This design comes from an exercise in tuning for small area on the open sky130 flow, not from production work. At most, simulation tests tie the RTL to the original design; equivalence was not proved. No activity file was given, so power comes from the tool's default toggle rates.

==> fjord <==
==> flow/design.v <==
module dmem_responder (
    input  logic        clk,
    input  logic        rst,
    input  logic        MemRead,
    input  logic        MemWrite,
    input  logic [31:0] dir,
    input  logic [31:0] dataIn,
    output logic [31:0] dataOut,
    output logic        ready,
    output logic        stall,
    output logic        misalign
);
    logic [1:0]  st_q;
    logic        misalign_q;
    logic [1:0]  ph_q;
    logic [5:0]  bidx_q;
    logic [31:0] bdata_q;
    logic [31:0] dout_q;
    logic [31:0] ring_q [0:15][0:3];
    logic        req;
    logic        mis_now;
    logic [5:0]  idx;
    logic        capture;
    logic        hit;
    logic [1:0]  wpos;
    logic [15:0] rsel;
    logic [15:0] rwe;
    logic [15:0] rhold;
    logic [31:0] head;
    assign req     = MemRead | MemWrite;
    assign mis_now = (dir[1:0] != 2'b00);
    assign idx     = dir[7:2];
    assign capture = (st_q == 2'd2) && !rst && MemWrite && !mis_now;
    assign hit     = (2'(idx[1:0] + ph_q) == 2'd0);
    assign wpos    = 2'(bidx_q[1:0] + ph_q);
    assign stall    = !rst && (((st_q == 2'd0) && req) || (st_q == 2'd1) || (st_q == 2'd2));
    assign ready    = (st_q == 2'd3);
    assign misalign = misalign_q;
    always_ff @(posedge clk) begin
        if (rst) begin
            st_q       <= 2'd0;
            misalign_q <= 1'b0;
        end else begin
            case (st_q)
                2'd0:    if (req) st_q <= 2'd1;
                2'd1:    st_q <= 2'd2;
                2'd2: begin
                    st_q <= 2'd3;
                    if (mis_now) misalign_q <= 1'b1;
                end
                default: st_q <= 2'd0;
            endcase
        end
    end
    always_ff @(posedge clk) begin
        ph_q <= ph_q + 2'd1;
        if (capture) begin
            bidx_q  <= idx;
            bdata_q <= dataIn;
        end
        dout_q <= head | (dout_q & {32{st_q != 2'd0}});
    end
    for (genvar r = 0; r < 16; r++) begin : g_ring
        logic [31:0] load;
        assign rsel[r] = hit && !mis_now && (idx[5:2] == 4'(r));
        assign rwe[r]  = (bidx_q[5:2] == 4'(r)) && (wpos == 2'd3);
        assign rhold[r] = !rwe[r];
        for (genvar b = 0; b < 32; b++) begin : g_bit
            dmem_ring_load u_load (
                .q   (ring_q[r][3][b]),
                .hold(rhold[r]),
                .d   (bdata_q[b]),
                .load(rwe[r]),
                .y   (load[b])
            );
        end
        always_ff @(posedge clk) begin
            ring_q[r][0] <= load;
            ring_q[r][1] <= ring_q[r][0];
            ring_q[r][2] <= ring_q[r][1];
            ring_q[r][3] <= ring_q[r][2];
        end
    end
    for (genvar b = 0; b < 32; b++) begin : g_rd
        logic [15:0] heads;
        for (genvar r = 0; r < 16; r++) begin : g_r
            assign heads[r] = ring_q[r][0][b];
        end
        dmem_sel16 u_sel (
            .d  (heads),
            .sel(rsel),
            .y  (head[b])
        );
    end
    assign dataOut = head | dout_q;
endmodule
module dmem_ring_load (
    input  logic q,
    input  logic hold,
    input  logic d,
    input  logic load,
    output logic y
);
    assign y = (q & hold) | (d & load);
endmodule
module dmem_sel16 (
    input  logic [15:0] d,
    input  logic [15:0] sel,
    output logic        y
);
    assign y = |(d & sel);
endmodule
==> flow/run.sh <==
#!/bin/bash
# synth_recipe.tcl (not shown) runs the flow's synth.tcl, then flattens the netlist and writes it again
# the make line also repeats each setting of config.mk as NAME=value (left out here)
make -C /OpenROAD-flow-scripts/flow DESIGN_CONFIG=/design/flow/config.mk WORK_HOME=/design/flow/orfs CLKGATE_MAP_FILE= SYNTH_SCRIPT=/design/flow/synth_recipe.tcl finish
==> flow/config.mk <==
export PLATFORM = sky130hd
export DESIGN_NAME = dmem_responder
export DESIGN_NICKNAME = dmem_responder
export VERILOG_FILES = /design/flow/design.v
export SDC_FILE = /design/flow/constraint.sdc
export NUM_CORES = 4
export LEC_CHECK = 0
export CAP_MARGIN = 20
export CORE_MARGIN = 2
export CORE_UTILIZATION = 65
export CTS_BUF_LIST = sky130_fd_sc_hd__clkbuf_16
export CTS_CLUSTER_DIAMETER = 60
export CTS_CLUSTER_SIZE = 22
export SLEW_MARGIN = 20
export SYNTH_HIERARCHICAL = 1
==> flow/constraint.sdc <==
create_clock -name core_clock -period 5.0 [get_ports {clk}]
set_input_delay 1.0000 -clock core_clock [delete_from_list [all_inputs] [get_ports {clk}]]
set_output_delay 1.0000 -clock core_clock [all_outputs]
set_load 0.01 [all_outputs]
==> ember (differences from fjord) <==
--- a/flow/design.v
+++ b/flow/design.v
@@ -22,17 +22,18 @@
     logic [5:0]  idx;
     logic        capture;
     logic        hit;
-    logic [1:0]  wpos;
+    logic [1:0]  ph_dn;
     logic [15:0] rsel;
     logic [15:0] rwe;
     logic [15:0] rhold;
-    logic [31:0] head;
+    logic [31:0] rd;
+    logic        keep;
     assign req     = MemRead | MemWrite;
     assign mis_now = (dir[1:0] != 2'b00);
     assign idx     = dir[7:2];
     assign capture = (st_q == 2'd2) && !rst && MemWrite && !mis_now;
-    assign hit     = (2'(idx[1:0] + ph_q) == 2'd0);
-    assign wpos    = 2'(bidx_q[1:0] + ph_q);
+    assign ph_dn   = ph_q - 2'd1;
+    assign hit     = (idx[1:0] == ph_q);
     assign stall    = !rst && (((st_q == 2'd0) && req) || (st_q == 2'd1) || (st_q == 2'd2));
     assign ready    = (st_q == 2'd3);
     assign misalign = misalign_q;
@@ -53,17 +54,16 @@
         end
     end
     always_ff @(posedge clk) begin
-        ph_q <= ph_q + 2'd1;
+        ph_q <= ph_dn;
         if (capture) begin
             bidx_q  <= idx;
             bdata_q <= dataIn;
         end
-        dout_q <= head | (dout_q & {32{st_q != 2'd0}});
     end
     for (genvar r = 0; r < 16; r++) begin : g_ring
         logic [31:0] load;
         assign rsel[r] = hit && !mis_now && (idx[5:2] == 4'(r));
-        assign rwe[r]  = (bidx_q[5:2] == 4'(r)) && (wpos == 2'd3);
+        assign rwe[r]  = (bidx_q[5:2] == 4'(r)) && (bidx_q[1:0] == ph_dn);
         assign rhold[r] = !rwe[r];
         for (genvar b = 0; b < 32; b++) begin : g_bit
             dmem_ring_load u_load (
@@ -81,18 +81,26 @@
             ring_q[r][3] <= ring_q[r][2];
         end
     end
+    assign keep = (st_q != 2'd0);
     for (genvar b = 0; b < 32; b++) begin : g_rd
         logic [15:0] heads;
+        logic [5:0]  rd_n;
         for (genvar r = 0; r < 16; r++) begin : g_r
             assign heads[r] = ring_q[r][0][b];
         end
-        dmem_sel16 u_sel (
-            .d  (heads),
-            .sel(rsel),
-            .y  (head[b])
+        dmem_rd_bit u_rd (
+            .d   (heads),
+            .sel (rsel),
+            .hold(dout_q[b]),
+            .keep(keep),
+            .n   (rd_n)
         );
+        assign rd[b] = !(&rd_n);
     end
-    assign dataOut = head | dout_q;
+    always_ff @(posedge clk) begin
+        dout_q <= rd;
+    end
+    assign dataOut = rd;
 endmodule
 module dmem_ring_load (
     input  logic q,
@@ -103,10 +111,31 @@
 );
     assign y = (q & hold) | (d & load);
 endmodule
-module dmem_sel16 (
+module dmem_rd_bit (
     input  logic [15:0] d,
     input  logic [15:0] sel,
-    output logic        y
+    input  logic        hold,
+    input  logic        keep,
+    output logic [5:0]  n
 );
-    assign y = |(d & sel);
+    for (genvar g = 0; g < 5; g++) begin : g_aoi
+        dmem_aoi222 u_aoi (
+            .a (d[3*g]),   .sa(sel[3*g]),
+            .b (d[3*g+1]), .sb(sel[3*g+1]),
+            .c (d[3*g+2]), .sc(sel[3*g+2]),
+            .y (n[g])
+        );
+    end
+    assign n[5] = !((d[15] && sel[15]) || (hold && keep));
 endmodule
+module dmem_aoi222 (
+    input  logic a,
+    input  logic sa,
+    input  logic b,
+    input  logic sb,
+    input  logic c,
+    input  logic sc,
+    output logic y
+);
+    assign y = !((a && sa) || (b && sb) || (c && sc));
+endmodule
==> flow/flow/run.sh (new file) <==
#!/bin/bash
# The standard layout, with the port buffers made from the plain buf cell rather than
# the delay cell buffer_ports picks by default (repair may still resize them).
set -euo pipefail
export BUFFER_PORTS_ARGS="-buffer_cell sky130_fd_sc_hd__buf_1"
bash standard.sh > standard.log 2>&1
==> flow/standard.sh (new file) <==
#!/bin/bash
# synth_recipe.tcl (not shown) runs the flow's synth.tcl, then flattens the netlist and writes it again
# the make line also repeats each setting of config.mk as NAME=value (left out here)
make -C /OpenROAD-flow-scripts/flow DESIGN_CONFIG=/design/flow/config.mk WORK_HOME=/design/flow/orfs CLKGATE_MAP_FILE= SYNTH_SCRIPT=/design/flow/synth_recipe.tcl "${@:-finish}"
CORE_ASPECT_RATIO = 0.6   (was unset)
CORE_UTILIZATION = 75   (was 65)
CTS_CLUSTER_DIAMETER = 90   (was 60)
CTS_CLUSTER_SIZE = 34   (was 22)
removed: flow/run.sh
==> delta (differences from fjord) <==
--- a/flow/design.v
+++ b/flow/design.v
@@ -22,7 +22,7 @@
     logic [5:0]  idx;
     logic        capture;
     logic        hit;
-    logic [1:0]  wpos;
+    logic [1:0]  ph_dn;
     logic [15:0] rsel;
     logic [15:0] rwe;
     logic [15:0] rhold;
@@ -31,8 +31,8 @@
     assign mis_now = (dir[1:0] != 2'b00);
     assign idx     = dir[7:2];
     assign capture = (st_q == 2'd2) && !rst && MemWrite && !mis_now;
-    assign hit     = (2'(idx[1:0] + ph_q) == 2'd0);
-    assign wpos    = 2'(bidx_q[1:0] + ph_q);
+    assign ph_dn   = ph_q - 2'd1;
+    assign hit     = (idx[1:0] == ph_q);
     assign stall    = !rst && (((st_q == 2'd0) && req) || (st_q == 2'd1) || (st_q == 2'd2));
     assign ready    = (st_q == 2'd3);
     assign misalign = misalign_q;
@@ -53,7 +53,7 @@
         end
     end
     always_ff @(posedge clk) begin
-        ph_q <= ph_q + 2'd1;
+        ph_q <= ph_dn;
         if (capture) begin
             bidx_q  <= idx;
             bdata_q <= dataIn;
@@ -63,7 +63,7 @@
     for (genvar r = 0; r < 16; r++) begin : g_ring
         logic [31:0] load;
         assign rsel[r] = hit && !mis_now && (idx[5:2] == 4'(r));
-        assign rwe[r]  = (bidx_q[5:2] == 4'(r)) && (wpos == 2'd3);
+        assign rwe[r]  = (bidx_q[5:2] == 4'(r)) && (bidx_q[1:0] == ph_dn);
         assign rhold[r] = !rwe[r];
         for (genvar b = 0; b < 32; b++) begin : g_bit
             dmem_ring_load u_load (
@@ -86,11 +86,13 @@
         for (genvar r = 0; r < 16; r++) begin : g_r
             assign heads[r] = ring_q[r][0][b];
         end
+        logic [5:0] head_n;
         dmem_sel16 u_sel (
             .d  (heads),
             .sel(rsel),
-            .y  (head[b])
+            .n  (head_n)
         );
+        assign head[b] = !(&head_n);
     end
     assign dataOut = head | dout_q;
 endmodule
@@ -106,7 +108,26 @@
 module dmem_sel16 (
     input  logic [15:0] d,
     input  logic [15:0] sel,
-    output logic        y
+    output logic [5:0]  n
 );
-    assign y = |(d & sel);
+    for (genvar g = 0; g < 5; g++) begin : g_aoi
+        dmem_aoi222 u_aoi (
+            .a (d[3*g]),   .sa(sel[3*g]),
+            .b (d[3*g+1]), .sb(sel[3*g+1]),
+            .c (d[3*g+2]), .sc(sel[3*g+2]),
+            .y (n[g])
+        );
+    end
+    assign n[5] = !(d[15] && sel[15]);
 endmodule
+module dmem_aoi222 (
+    input  logic a,
+    input  logic sa,
+    input  logic b,
+    input  logic sb,
+    input  logic c,
+    input  logic sc,
+    output logic y
+);
+    assign y = !((a && sa) || (b && sb) || (c && sc));
+endmodule
==> flow/flow/run.sh (new file) <==
#!/bin/bash
# The standard layout, with the port buffers made from the plain buf cell rather than
# the delay cell buffer_ports picks by default (repair may still resize them).
set -euo pipefail
export BUFFER_PORTS_ARGS="-buffer_cell sky130_fd_sc_hd__buf_1"
bash standard.sh > standard.log 2>&1
==> flow/standard.sh (new file) <==
#!/bin/bash
# synth_recipe.tcl (not shown) runs the flow's synth.tcl, then flattens the netlist and writes it again
# the make line also repeats each setting of config.mk as NAME=value (left out here)
make -C /OpenROAD-flow-scripts/flow DESIGN_CONFIG=/design/flow/config.mk WORK_HOME=/design/flow/orfs CLKGATE_MAP_FILE= SYNTH_SCRIPT=/design/flow/synth_recipe.tcl "${@:-finish}"
CTS_BUF_LIST = sky130_fd_sc_hd__clkbuf_8 sky130_fd_sc_hd__clkbuf_16   (was sky130_fd_sc_hd__clkbuf_16)
removed: flow/run.sh
==> violet (differences from fjord) <==
--- a/flow/design.v
+++ b/flow/design.v
@@ -22,7 +22,7 @@
     logic [5:0]  idx;
     logic        capture;
     logic        hit;
-    logic [1:0]  wpos;
+    logic [1:0]  ph_dn;
     logic [15:0] rsel;
     logic [15:0] rwe;
     logic [15:0] rhold;
@@ -31,8 +31,8 @@
     assign mis_now = (dir[1:0] != 2'b00);
     assign idx     = dir[7:2];
     assign capture = (st_q == 2'd2) && !rst && MemWrite && !mis_now;
-    assign hit     = (2'(idx[1:0] + ph_q) == 2'd0);
-    assign wpos    = 2'(bidx_q[1:0] + ph_q);
+    assign ph_dn   = ph_q - 2'd1;
+    assign hit     = (idx[1:0] == ph_q);
     assign stall    = !rst && (((st_q == 2'd0) && req) || (st_q == 2'd1) || (st_q == 2'd2));
     assign ready    = (st_q == 2'd3);
     assign misalign = misalign_q;
@@ -53,7 +53,7 @@
         end
     end
     always_ff @(posedge clk) begin
-        ph_q <= ph_q + 2'd1;
+        ph_q <= ph_dn;
         if (capture) begin
             bidx_q  <= idx;
             bdata_q <= dataIn;
@@ -63,7 +63,7 @@
     for (genvar r = 0; r < 16; r++) begin : g_ring
         logic [31:0] load;
         assign rsel[r] = hit && !mis_now && (idx[5:2] == 4'(r));
-        assign rwe[r]  = (bidx_q[5:2] == 4'(r)) && (wpos == 2'd3);
+        assign rwe[r]  = (bidx_q[5:2] == 4'(r)) && (bidx_q[1:0] == ph_dn);
         assign rhold[r] = !rwe[r];
         for (genvar b = 0; b < 32; b++) begin : g_bit
             dmem_ring_load u_load (
@@ -86,11 +86,13 @@
         for (genvar r = 0; r < 16; r++) begin : g_r
             assign heads[r] = ring_q[r][0][b];
         end
+        logic [5:0] head_n;
         dmem_sel16 u_sel (
             .d  (heads),
             .sel(rsel),
-            .y  (head[b])
+            .n  (head_n)
         );
+        assign head[b] = !(&head_n);
     end
     assign dataOut = head | dout_q;
 endmodule
@@ -106,7 +108,26 @@
 module dmem_sel16 (
     input  logic [15:0] d,
     input  logic [15:0] sel,
-    output logic        y
+    output logic [5:0]  n
 );
-    assign y = |(d & sel);
+    for (genvar g = 0; g < 5; g++) begin : g_aoi
+        dmem_aoi222 u_aoi (
+            .a (d[3*g]),   .sa(sel[3*g]),
+            .b (d[3*g+1]), .sb(sel[3*g+1]),
+            .c (d[3*g+2]), .sc(sel[3*g+2]),
+            .y (n[g])
+        );
+    end
+    assign n[5] = !(d[15] && sel[15]);
 endmodule
+module dmem_aoi222 (
+    input  logic a,
+    input  logic sa,
+    input  logic b,
+    input  logic sb,
+    input  logic c,
+    input  logic sc,
+    output logic y
+);
+    assign y = !((a && sa) || (b && sb) || (c && sc));
+endmodule
==> flow/flow/run.sh (new file) <==
#!/bin/bash
# The standard layout, with the port buffers made from the plain buf cell rather than
# the delay cell buffer_ports picks by default (repair may still resize them).
set -euo pipefail
export BUFFER_PORTS_ARGS="-buffer_cell sky130_fd_sc_hd__buf_1"
bash standard.sh > standard.log 2>&1
==> flow/standard.sh (new file) <==
#!/bin/bash
# synth_recipe.tcl (not shown) runs the flow's synth.tcl, then flattens the netlist and writes it again
# the make line also repeats each setting of config.mk as NAME=value (left out here)
make -C /OpenROAD-flow-scripts/flow DESIGN_CONFIG=/design/flow/config.mk WORK_HOME=/design/flow/orfs CLKGATE_MAP_FILE= SYNTH_SCRIPT=/design/flow/synth_recipe.tcl "${@:-finish}"
removed: flow/run.sh
==> notes.md <==
|  | ember | violet | fjord | delta |
|---|---|---|---|---|
| RR Endpoint | ring_q[4][15]$_DFF_P_ | dout_q[8]$_DFF_P_ | ring_q[56][0]$_DFF_P_ | dout_q[8]$_DFF_P_ |
| Result of the run | finished clean | finished clean | finished clean | finished clean |
| Synth Area in Adders | 0.0009929 | 0.001237 | 0.001695 | 0.001237 |
| HPWL after detailed placement | 67.24 mm | 68.76 mm | 72.17 mm | 68.76 mm |
| Largest driver fanout on the critical path | 8 | 16 | 12 | 16 |
| Worst path buffer plus inverter count | 3 | 3 | 6 | 3 |
| Non-clock buffer share | 0.01713 | 0.01616 | 0.04554 | 0.01614 |
| DR WL met3 | 12.61 mm | 7.134 mm | 7.058 mm | 7.387 mm |
| Highest metal layer with signal wires | met5 | met4 | met4 | met4 |
| Worst path slowest cell | sky130_fd_sc_hd__nor2_4 | sky130_fd_sc_hd__nor2_4 | sky130_fd_sc_hd__clkdlybuf4s50_1 | sky130_fd_sc_hd__nor2_4 |
| Total of fill cells in the finished design | 3304 | 4970 | 4826 | 4958 |
| Number of global-route vias before repair | 26410 | 26700 | 27850 | 26670 |
| Worst hold slack across all endpoints | 0.3228 ns | 0.3135 ns | 0.3112 ns | 0.3130 ns |
| Register-to-register setup slack | 1.76 ns | 2.15 ns | 2.01 ns | 2.15 ns |
| R2R depth | 6 | 8 | 6 | 8 |
| Number of buffers other than clock buffers in the final layout | 144 | 149 | 260 | 149 |
| Xor/xnor cell area share of the yosys netlist | 0.0006950 | 0.0006929 | 0.001089 | 0.0006929 |
| Maximum clock rate | 0.2179 GHz | 0.2121 GHz | 0.2044 GHz | 0.2130 GHz |
| Slew margin rel. | 0.1579 | 0.2409 | 0.2078 | 0.2446 |
| Pwr/cell area | 461.5 nW/um2 | 478.5 nW/um2 | 456.6 nW/um2 | 479.5 nW/um2 |
For fjord, only the layout was checked, not whether the RTL still works.

==> re-timing with driven ports <==
In the flow no input, the clock included, has a driving cell. The finished layouts below were timed again as built, in two steps.
Step 1: set_driving_cell puts a clkbuf_16 on clk and a buf_2 on each other input, an assumption about the parent block.
Step 2, shift: input delay + t, output delay - t, t = (earliest + latest rising clock arrival at the registers) / 2. This alone moves slack from input paths to output paths.
Three values: ideal ports, drivers, drivers and shift; two values: the first two.
run | t (ns) | slack for setup (ns) | clock arrival spread, ns
fjord | 0.739 | 0.107 / 0.088 / 0.088 | 0.026 / 0.026
ember | 0.740 | 0.412 / 0.392 / 0.392 | 0.024 / 0.024
delta | 0.742 | 0.304 / 0.280 / 0.280 | 0.032 / 0.032
violet | 0.738 | 0.285 / 0.261 / 0.261 | 0.030 / 0.031
After both steps every run listed still meets setup and hold.
